What follows belongs to an exercise in optimizing a design on an open flow for small area and a short achievable clock period; a production flow would make more cautious choices. The RTL of this run was laid out without a check of its function. Power and IR drop assume default switching activity.

==> flow/design.v <==
package rv_pkg;
  localparam int REG_ADDR_W  = 5;
  localparam int COMMIT_XLEN = 32;
  typedef struct packed {
    logic [COMMIT_XLEN-1:0] pc;
    logic [REG_ADDR_W-1:0]  rd;
    logic                   we;
    logic [COMMIT_XLEN-1:0] data;
  } commit_entry_t;
  function automatic commit_entry_t force_fields(input commit_entry_t e, input logic valid);
    force_fields = e;
    if (!valid) force_fields = '0;
    else if (e.rd == '0) force_fields = {e.pc, e.rd, 1'b0, e.data};
  endfunction
endpackage
module commit_fifo_2w
#(
  parameter int DEPTH = 6
) (
  input  logic                  clk,
  input  logic                  rst_i,
  input  logic [1:0]            wr_cnt,    
  input  logic                  w0_l2,     
  input  logic                  w1_l2,     
  input  rv_pkg::commit_entry_t lane1,
  input  rv_pkg::commit_entry_t lane2,
  input  logic [1:0]            rd_cnt,    
  output rv_pkg::commit_entry_t rd_e,      
  output rv_pkg::commit_entry_t rd_o,      
  output logic                  rd_swap    
);
  localparam int HD = DEPTH / 2;
  localparam int PW = $clog2(DEPTH);
  localparam int IW = $clog2(HD);
  logic [69:0]   mem_e [0:HD-1];   
  logic [69:0]   mem_o [0:HD-1];
  logic [PW-1:0] wr_ptr, rd_ptr;
  logic [IW-1:0] wi_e, wi_o, ri_e, ri_o;
  logic          we_e, we_o, sel_e_l2, sel_o_l2;
  logic [69:0]   din_e, din_o;
  function automatic logic [PW-1:0] ptr_add(input logic [PW-1:0] p, input logic [1:0] n);
    ptr_add = (int'(p) + int'(n) >= DEPTH) ? PW'(int'(p) + int'(n) - DEPTH) : PW'(int'(p) + int'(n));
  endfunction
  function automatic logic [IW-1:0] idx_e(input logic [PW-1:0] p);
    idx_e = (int'(p) == DEPTH - 1) ? IW'(0) : IW'((int'(p) + 1) / 2);
  endfunction
  function automatic logic [IW-1:0] idx_o(input logic [PW-1:0] p);
    idx_o = IW'(int'(p) / 2);
  endfunction
  always_ff @(posedge clk or posedge rst_i) begin
    if (rst_i) begin
      wr_ptr <= '0;
      rd_ptr <= '0;
    end else begin
      wr_ptr <= ptr_add(wr_ptr, wr_cnt);
      rd_ptr <= ptr_add(rd_ptr, rd_cnt);
    end
  end
  assign wi_e = idx_e(wr_ptr);
  assign wi_o = idx_o(wr_ptr);
  assign ri_e = idx_e(rd_ptr);
  assign ri_o = idx_o(rd_ptr);
  assign we_e     = wr_ptr[0] ? (wr_cnt == 2'd2) : (wr_cnt != 2'd0);
  assign we_o     = wr_ptr[0] ? (wr_cnt != 2'd0) : (wr_cnt == 2'd2);
  assign sel_e_l2 = wr_ptr[0] ? w1_l2 : w0_l2;
  assign sel_o_l2 = wr_ptr[0] ? w0_l2 : w1_l2;
  assign din_e    = sel_e_l2 ? lane2 : lane1;
  assign din_o    = sel_o_l2 ? lane2 : lane1;
  always_ff @(posedge clk) begin
    for (int j = 0; j < HD; j++) begin
      if (we_e && wi_e == IW'(j)) mem_e[j] <= din_e;
      if (we_o && wi_o == IW'(j)) mem_o[j] <= din_o;
    end
  end
  assign rd_e    = mem_e[ri_e];
  assign rd_o    = mem_o[ri_o];
  assign rd_swap = rd_ptr[0];
endmodule
module wb_order_restorer
#(
  parameter int DEPTH = 8,
  parameter int XLEN  = 32
) (
  input  logic                    clk,
  input  logic                    rst_i,
  input  logic                    in_valid_i,
  output logic                    in_ready_o,
  input  logic                    order_change_i,
  input  logic                    l1_valid_i,
  input  logic [XLEN-1:0]         l1_pc_i,
  input  logic [rv_pkg::REG_ADDR_W-1:0]   l1_rd_i,
  input  logic                    l1_we_i,
  input  logic [XLEN-1:0]         l1_data_i,
  input  logic                    l2_valid_i,
  input  logic [XLEN-1:0]         l2_pc_i,
  input  logic [rv_pkg::REG_ADDR_W-1:0]   l2_rd_i,
  input  logic                    l2_we_i,
  input  logic [XLEN-1:0]         l2_data_i,
  output logic                    c0_valid_o,
  output logic [XLEN-1:0]         c0_pc_o,
  output logic [rv_pkg::REG_ADDR_W-1:0]   c0_rd_o,
  output logic                    c0_we_o,
  output logic [XLEN-1:0]         c0_data_o,
  output logic                    c1_valid_o,
  output logic [XLEN-1:0]         c1_pc_o,
  output logic [rv_pkg::REG_ADDR_W-1:0]   c1_rd_o,
  output logic                    c1_we_o,
  output logic [XLEN-1:0]         c1_data_o,
  input  logic                    commit_ready_i,
  output logic [$clog2(DEPTH):0]  occupancy_o
);
  localparam int CW = $clog2(DEPTH) + 1;
  logic [CW-1:0]  count, rem;
  logic [1:0]     push_cnt, pop_cnt, t_wr_cnt, t_rd_cnt;
  logic           accept, c0_valid, c1_valid;
  logic           n0_l2, n1_l2;
  rv_pkg::commit_entry_t lane1, lane2, h0, h1, t0, t1, rd_e, rd_o;
  logic           rd_swap;
  assign in_ready_o = (count <= CW'(DEPTH - 2));
  assign accept     = in_valid_i & in_ready_o;
  assign c0_valid   = (count != '0);
  assign c1_valid   = (count >= CW'(2));
  assign pop_cnt    = commit_ready_i ? ({1'b0, c0_valid} + {1'b0, c1_valid}) : 2'd0;
  assign push_cnt   = accept ? ({1'b0, l1_valid_i} + {1'b0, l2_valid_i}) : 2'd0;
  assign rem        = count - CW'(pop_cnt);    
  assign lane1 = {l1_pc_i, l1_rd_i, l1_we_i & (l1_rd_i != '0), l1_data_i};
  assign lane2 = {l2_pc_i, l2_rd_i, l2_we_i & (l2_rd_i != '0), l2_data_i};
  assign n0_l2 = order_change_i ? l2_valid_i : ~l1_valid_i;
  assign n1_l2 = ~order_change_i;
  always_comb begin
    t_rd_cnt = 2'd0;
    if (count >= CW'(3)) t_rd_cnt = (count >= CW'(4)) ? pop_cnt : {1'b0, pop_cnt != 2'd0};
    t_wr_cnt = 2'd0;
    if (rem >= CW'(2))      t_wr_cnt = push_cnt;
    else if (rem == CW'(1)) t_wr_cnt = {1'b0, push_cnt == 2'd2};
  end
  commit_fifo_2w #(.DEPTH(DEPTH - 2)) u_fifo (
    .clk     (clk),
    .rst_i   (rst_i),
    .wr_cnt  (t_wr_cnt),
    .w0_l2   ((rem >= CW'(2)) ? n0_l2 : n1_l2),
    .w1_l2   (n1_l2),
    .lane1   (lane1),
    .lane2   (lane2),
    .rd_cnt  (t_rd_cnt),
    .rd_e    (rd_e),
    .rd_o    (rd_o),
    .rd_swap (rd_swap)
  );
  assign t0 = rd_swap ? rd_o : rd_e;
  assign t1 = rd_swap ? rd_e : rd_o;
  always_ff @(posedge clk or posedge rst_i) begin
    if (rst_i) count <= '0;
    else       count <= rem + CW'(push_cnt);
  end
  always_ff @(posedge clk) begin
    if (rem != '0) begin
      if (pop_cnt == 2'd1)      h0 <= h1;
      else if (pop_cnt == 2'd2) h0 <= t0;
    end else if (push_cnt != 2'd0) begin
      h0 <= n0_l2 ? lane2 : lane1;
    end
    if (rem >= CW'(2)) begin
      if (pop_cnt == 2'd1)      h1 <= t0;
      else if (pop_cnt == 2'd2) h1 <= t1;
    end else if (rem == CW'(1)) begin
      if (push_cnt != 2'd0) h1 <= n0_l2 ? lane2 : lane1;
    end else if (push_cnt == 2'd2) begin
      h1 <= n1_l2 ? lane2 : lane1;
    end
  end
  assign c0_valid_o  = c0_valid;
  assign c0_pc_o     = h0.pc;
  assign c0_rd_o     = h0.rd;
  assign c0_we_o     = h0.we;
  assign c0_data_o   = h0.data;
  assign c1_valid_o  = c1_valid;
  assign c1_pc_o     = h1.pc;
  assign c1_rd_o     = h1.rd;
  assign c1_we_o     = h1.we;
  assign c1_data_o   = h1.data;
  assign occupancy_o = count;
endmodule
==> flow/run.sh <==
#!/bin/bash
# synth_recipe.tcl (not shown) runs the flow's synth.tcl, then flattens the netlist and writes it again
# the make line also repeats each setting of config.mk as NAME=value (left out here)
make -C /OpenROAD-flow-scripts/flow DESIGN_CONFIG=/design/flow/config.mk WORK_HOME=/design/flow/orfs CLKGATE_MAP_FILE= SYNTH_SCRIPT=/design/flow/synth_recipe.tcl finish
==> flow/config.mk <==
export PLATFORM = sky130hd
export DESIGN_NAME = wb_order_restorer
export DESIGN_NICKNAME = wb_order_restorer
export VERILOG_FILES = /design/flow/design.v
export SDC_FILE = /design/flow/constraint.sdc
export NUM_CORES = 4
export LEC_CHECK = 0
export CAP_MARGIN = 20
export CORE_MARGIN = 2
export CORE_UTILIZATION = 40
export SETUP_SLACK_MARGIN = 2.2
export SLEW_MARGIN = 20
==> flow/constraint.sdc <==
create_clock -name core_clock -period 4.6 [get_ports {clk}]
set_input_delay 0.9200 -clock core_clock [delete_from_list [all_inputs] [get_ports {clk}]]
set_output_delay 0.9200 -clock core_clock [all_outputs]
set_load 0.01 [all_outputs]
==> results.txt <==
[worst min path at each step]
stage                      from          endpoint  depth (start not counted)
2_1_floorplan  u_fifo.wr_ptr[0]  u_fifo.wr_ptr[0]                          1
4_1_cts                   rst_i  u_fifo.rd_ptr[2]                          2
3_3_place_gp   u_fifo.rd_ptr[2]  u_fifo.rd_ptr[2]                          2
3_5_place_dp             h1[61]            h0[61]                          2
5_1_grt                   rst_i  u_fifo.rd_ptr[1]                          2
6_report                  rst_i  u_fifo.rd_ptr[2]                          2
[registers in the layout, summed over array words and instances, names as in the netlist]
| name | count |
|---|---|
| h0 | 70 |
| h1 | 70 |
| count | 4 |
| u_fifo.mem_o | 210 |
| u_fifo.rd_ptr | 3 |
| u_fifo.mem_e | 210 |
| u_fifo.wr_ptr | 3 |
[metrics by stage]
step | util, % | setup slack [ps] | power (mW) | cells | hold WS [ps]
2_1_floorplan | - | -686.3 | 17.50 | 2168 | 476.5
3_3_place_gp | 46.81 | 70.57 | 23.07 | 3212 | 666.3
3_5_place_dp | 46.91 | 219.5 | 23.42 | 3215 | 677.7
4_1_cts | 55.62 | 751.2 | 32.33 | 3498 | 662.8
5_1_grt | 59.15 | 537.5 | 37.33 | 3576 | 694.2
6_report | 59.15 | 609.0 | 36.34 | 3578 | 676.9
[repair_timing]
action / in CTS / in global routing
buffers inserted: 101 / 44
gates cloned: 76 / 33
setup endpoints to repair: 1275 / 1135
resized for setup: 486 / 276
pin swaps: 15 / 32
[power groups by stage]
stage | clock, mW | combinational, mW | sequential [mW]
floorplan | 0 | 8.49 | 9.01
global placement | 0 | 14.2 | 8.90
detailed placement | 0 | 14.5 | 8.90
CTS | 4.69 | 18.9 | 8.78
global route | 4.89 | 23.5 | 8.91
finish | 4.71 | 22.8 | 8.81
[per-layer routing]
layer,GRT usage (%),routed length (um)
met5,0,13
met3,6.721,14760
met1,40.04,42010
met4,15.11,7473
met2,49.41,55210
[cell families after synthesis]
group	count (synthesis)
fa+ha+maj	18
mux	145
flops	570
xor+xnor	7
buf+inv	274
compound gates	521
simple gates	633
[cells in the final DEF, fill, tap and decap left out, types with 73 or more instances in the layout]
| master | n |
|---|---|
| sky130_fd_sc_hd__nand2_1 | 296 |
| sky130_fd_sc_hd__nor2_1 | 86 |
| sky130_fd_sc_hd__dlygate4sd2_1 | 138 |
| sky130_fd_sc_hd__edfxtp_1 | 560 |
| sky130_fd_sc_hd__buf_16 | 89 |
| sky130_fd_sc_hd__mux2_4 | 138 |
| sky130_fd_sc_hd__nor3_1 | 73 |
| sky130_fd_sc_hd__clkbuf_16 | 92 |
| sky130_fd_sc_hd__inv_1 | 83 |
| sky130_fd_sc_hd__clkdlybuf4s50_1 | 146 |
| sky130_fd_sc_hd__a221oi_1 | 208 |
| sky130_fd_sc_hd__a21oi_1 | 116 |
[worst max-delay path: cells and delay by family (launching register included)]
family	cells	cell delay [ps]
DFF	1	380
adders and majority gates	3	810
AOI/OAI and AO/OA	1	60
xor gates and xnor gates	1	200
and+or+nand+nor	6	1170
buffers and inverters	9	1060
[layout make-up]
cell class / instances / area share (%)
Tap cell: 873 / 2.754
Inverter: 86 / 0.8392
Sequential cell: 570 / 43.04
Clock inverter: 35 / 0.7414
Timing Repair Buffer: 616 / 22.26
Antenna cell: 3 / 0.01893
Multi-Input combinational cell: 1324 / 26.45
Clock buffer: 71 / 3.890
==> metrics.log <==
INFO  metric synthDistinctLibCells = 58
INFO  metric drt.antenna.violating_nets = 0
INFO  metric tightestPinTransition = 1130 ps
INFO  metric synth_enable_flop_cells = 560
INFO  metric post_drt_wl_per_cell = 33.39 um
INFO  metric post-synth-top-area-cell = sky130_fd_sc_hd__edfxtp_1
INFO  metric postLayoutCellArea = 39660 um^2
INFO  metric worst_r2r_startpoint = count[3]
INFO  metric mappedNetlistArea = 27010 um^2
INFO  metric asr_flop_ratio_synth = 1.754%
INFO  metric run_status = finished clean
INFO  metric max-vdd-ir-drop = 685.7 uV
INFO  metric grt_pass1_vias = 22272
INFO  metric clock_root_buffer = sky130_fd_sc_hd__clkbuf_16
INFO  metric tritoncts.num_buffers = 60
INFO  metric endpoint = u_fifo.mem_e[0][36]
INFO  metric row_cnt = 95
INFO  metric worstPathArrival = 4340 ps
INFO  metric ys_dominant_reg_cell = sky130_fd_sc_hd__edfxtp_1
INFO  metric synth.yosys.seq_area_share = 63.17%
INFO  metric ys_ff_latch = 570
INFO  metric critPathCaptureType = flip-flop
INFO  metric internal_power = 20.85 mW
INFO  metric post-route-min-period = 3991 ps
INFO  metric clock_sinks = 570
INFO  metric detail_route.vias_per_cell = 6.668
INFO  metric synthToLayoutAreaGrowth = 46.80%
INFO  metric total_leakage_power = 14.53 nW
INFO  metric area_of_combinational_cells_with_multiple_inputs = 10490 um^2
INFO  metric crit_chain = or3_4, nand2b_4, ha_4, and2_4, ha_4, inv_4, fa_2, xor2_4, buf_6, nand2_4, nor3_4, buf_6, buf_12, buf_6, buf_6, a21boi_4, nor2_4, buf_12, buf_12, buf_16
INFO  metric drt_first_iter_violations = 3428
INFO  metric io_pins = 294
INFO  metric synth_most_common_cell = sky130_fd_sc_hd__edfxtp_1
INFO  metric share_of_final_layout_standard_cells_stronger_than_drive_strength_1 = 26.76%
INFO  metric drc_violations_left = 0
INFO  metric globalplace.congestion = 0.8257
INFO  metric critPathKind = reg -> reg
INFO  metric path_common_cell = sky130_fd_sc_hd__buf_6
INFO  metric report.final.slew_viol_count = 0
INFO  metric synth_compound_area_share = 13.87%
INFO  metric worst_path_max_delay_cell = sky130_fd_sc_hd__fa_2
INFO  metric grtUsageTotal = 30.94%
INFO  metric yosys-mux-area-fraction = 6.114%
INFO  metric cts.clk_slew.worst_paths = 60 ps
INFO  metric grt_first_pass_wirelength = 157900 um
INFO  metric p_clk_share = 13.0%
INFO  metric floorplan.die.width = 263.9 um
INFO  metric synth_area_per_cell = 12.46 um^2
INFO  metric skew_pair_late_insertion_delay = 650 ps
INFO  metric synth.top_cells.by_area = sky130_fd_sc_hd__edfxtp_1 (62%), sky130_fd_sc_hd__a221oi_1 (6.8%), sky130_fd_sc_hd__nand2_1 (4.1%), sky130_fd_sc_hd__mux2_1 (3.4%), sky130_fd_sc_hd__a21oi_1 (2.7%)
INFO  metric detailedPlacementHpwl = 52820 um
INFO  metric cp-start-kind = flip-flop
INFO  metric gr-total-overflow = 0
INFO  metric coreArea = 67040 um^2
INFO  metric clk_path_buf_depth = 3
INFO  metric portBuffers = 293
INFO  metric power.density = 916.3 nW/um^2
INFO  metric die_area = 69630 um^2
INFO  metric yosys.area.top_type_share = 62.25%
INFO  metric synthesis.yosys.warnings = 4
INFO  metric timing.slew.headroom = 24.66%
INFO  metric syn-instance-count = 2168
INFO  metric htreeDepth = 2
INFO  metric finalSetupViolCount = 0
INFO  metric hold_violations = 0
INFO  metric seq_power_share = 24.3%
INFO  metric holdBufCountCts = 0
INFO  metric maximum_number_of_pins_on_one_net_before_global_route_repair = 107
INFO  metric combPwrFrac = 62.8%
INFO  metric wl = 119500 um
INFO  metric design.final.nets = 2823
INFO  metric die_height = 263.9 um
INFO  metric setup_tns_final = 0 ps
INFO  metric layout.filler_cells = 5084
INFO  metric drtPass1Iterations = 8
INFO  metric clock-skew-final = 20.03 ps
INFO  metric cp_slowest_stage_delay = 400 ps
INFO  metric timing_startpoint_of_the_critical_path = count[3]
INFO  metric synth_simple_gate_area_share = 11.44%
INFO  metric synth_adder_area_share = 0.9448%
INFO  metric placement.cell_area = 31450 um^2
INFO  metric worstReg2RegEnd = u_fifo.mem_e[0][36]
INFO  metric syn_nets = 2333
INFO  metric total_switching_power = 15.49 mW
INFO  metric min-delay-path-class = in -> async
INFO  metric dominant_combinational_cell_family_by_area_after_synthesis = compound AO/OA/AOI/OAI gates
INFO  metric synthXorXnorAreaFrac = 0.2547%
INFO  metric maxClockFrequency = 250.6 MHz
INFO  metric unrepaired_setup_endpoints_after_global_routing = yes
INFO  metric reg2reg_slack = 610 ps
INFO  metric power_switching_share = 42.63%
INFO  metric regArea = 17070 um^2
INFO  metric min_period_over_period = 86.76%
INFO  metric cts_tree = yes
INFO  metric route.vias.total = 23858
INFO  metric initial_utilization = 40.30%
INFO  metric synth.top_cells.by_count = sky130_fd_sc_hd__edfxtp_1 (560), sky130_fd_sc_hd__nand2_1 (298), sky130_fd_sc_hd__a221oi_1 (209), sky130_fd_sc_hd__clkbuf_1 (165), sky130_fd_sc_hd__a21oi_1 (144)
INFO  metric crit_path_max_fanout = 7
INFO  metric antenna_found_initial = 4
INFO  metric r2r.worst_path.cells = 20
INFO  metric required = 4940 ps
INFO  metric max-cap-violations = 0

## separate check: timing with driven ports
The results above use ideal ports. As a check the final layout listed here was re-extracted and re-timed, cells and wires unchanged. Step 1, drivers: a clkbuf_16 drives clk and a buf_2 each remaining input, both assumed. Step 2 moves the port delays by t, midway between the first and last clock arrival at a register: inputs arrive t later, outputs are due t later. That takes back most of the time a late clock gives input paths. Three values: ideal ports, drivers, drivers and shift; two values: the first two.
t, ns: 0.698
slack for setup (ns): 0.609 / 0.609 / 0.108
worst hold slack (ns): 0.677 / 0.642 / 0.688
cell pins on the clock port's net: 1
After both steps setup and hold are still met in this run. For this run, drivers alone change the setup slack by 0.000 ns; drivers and shift together by -0.501 ns.
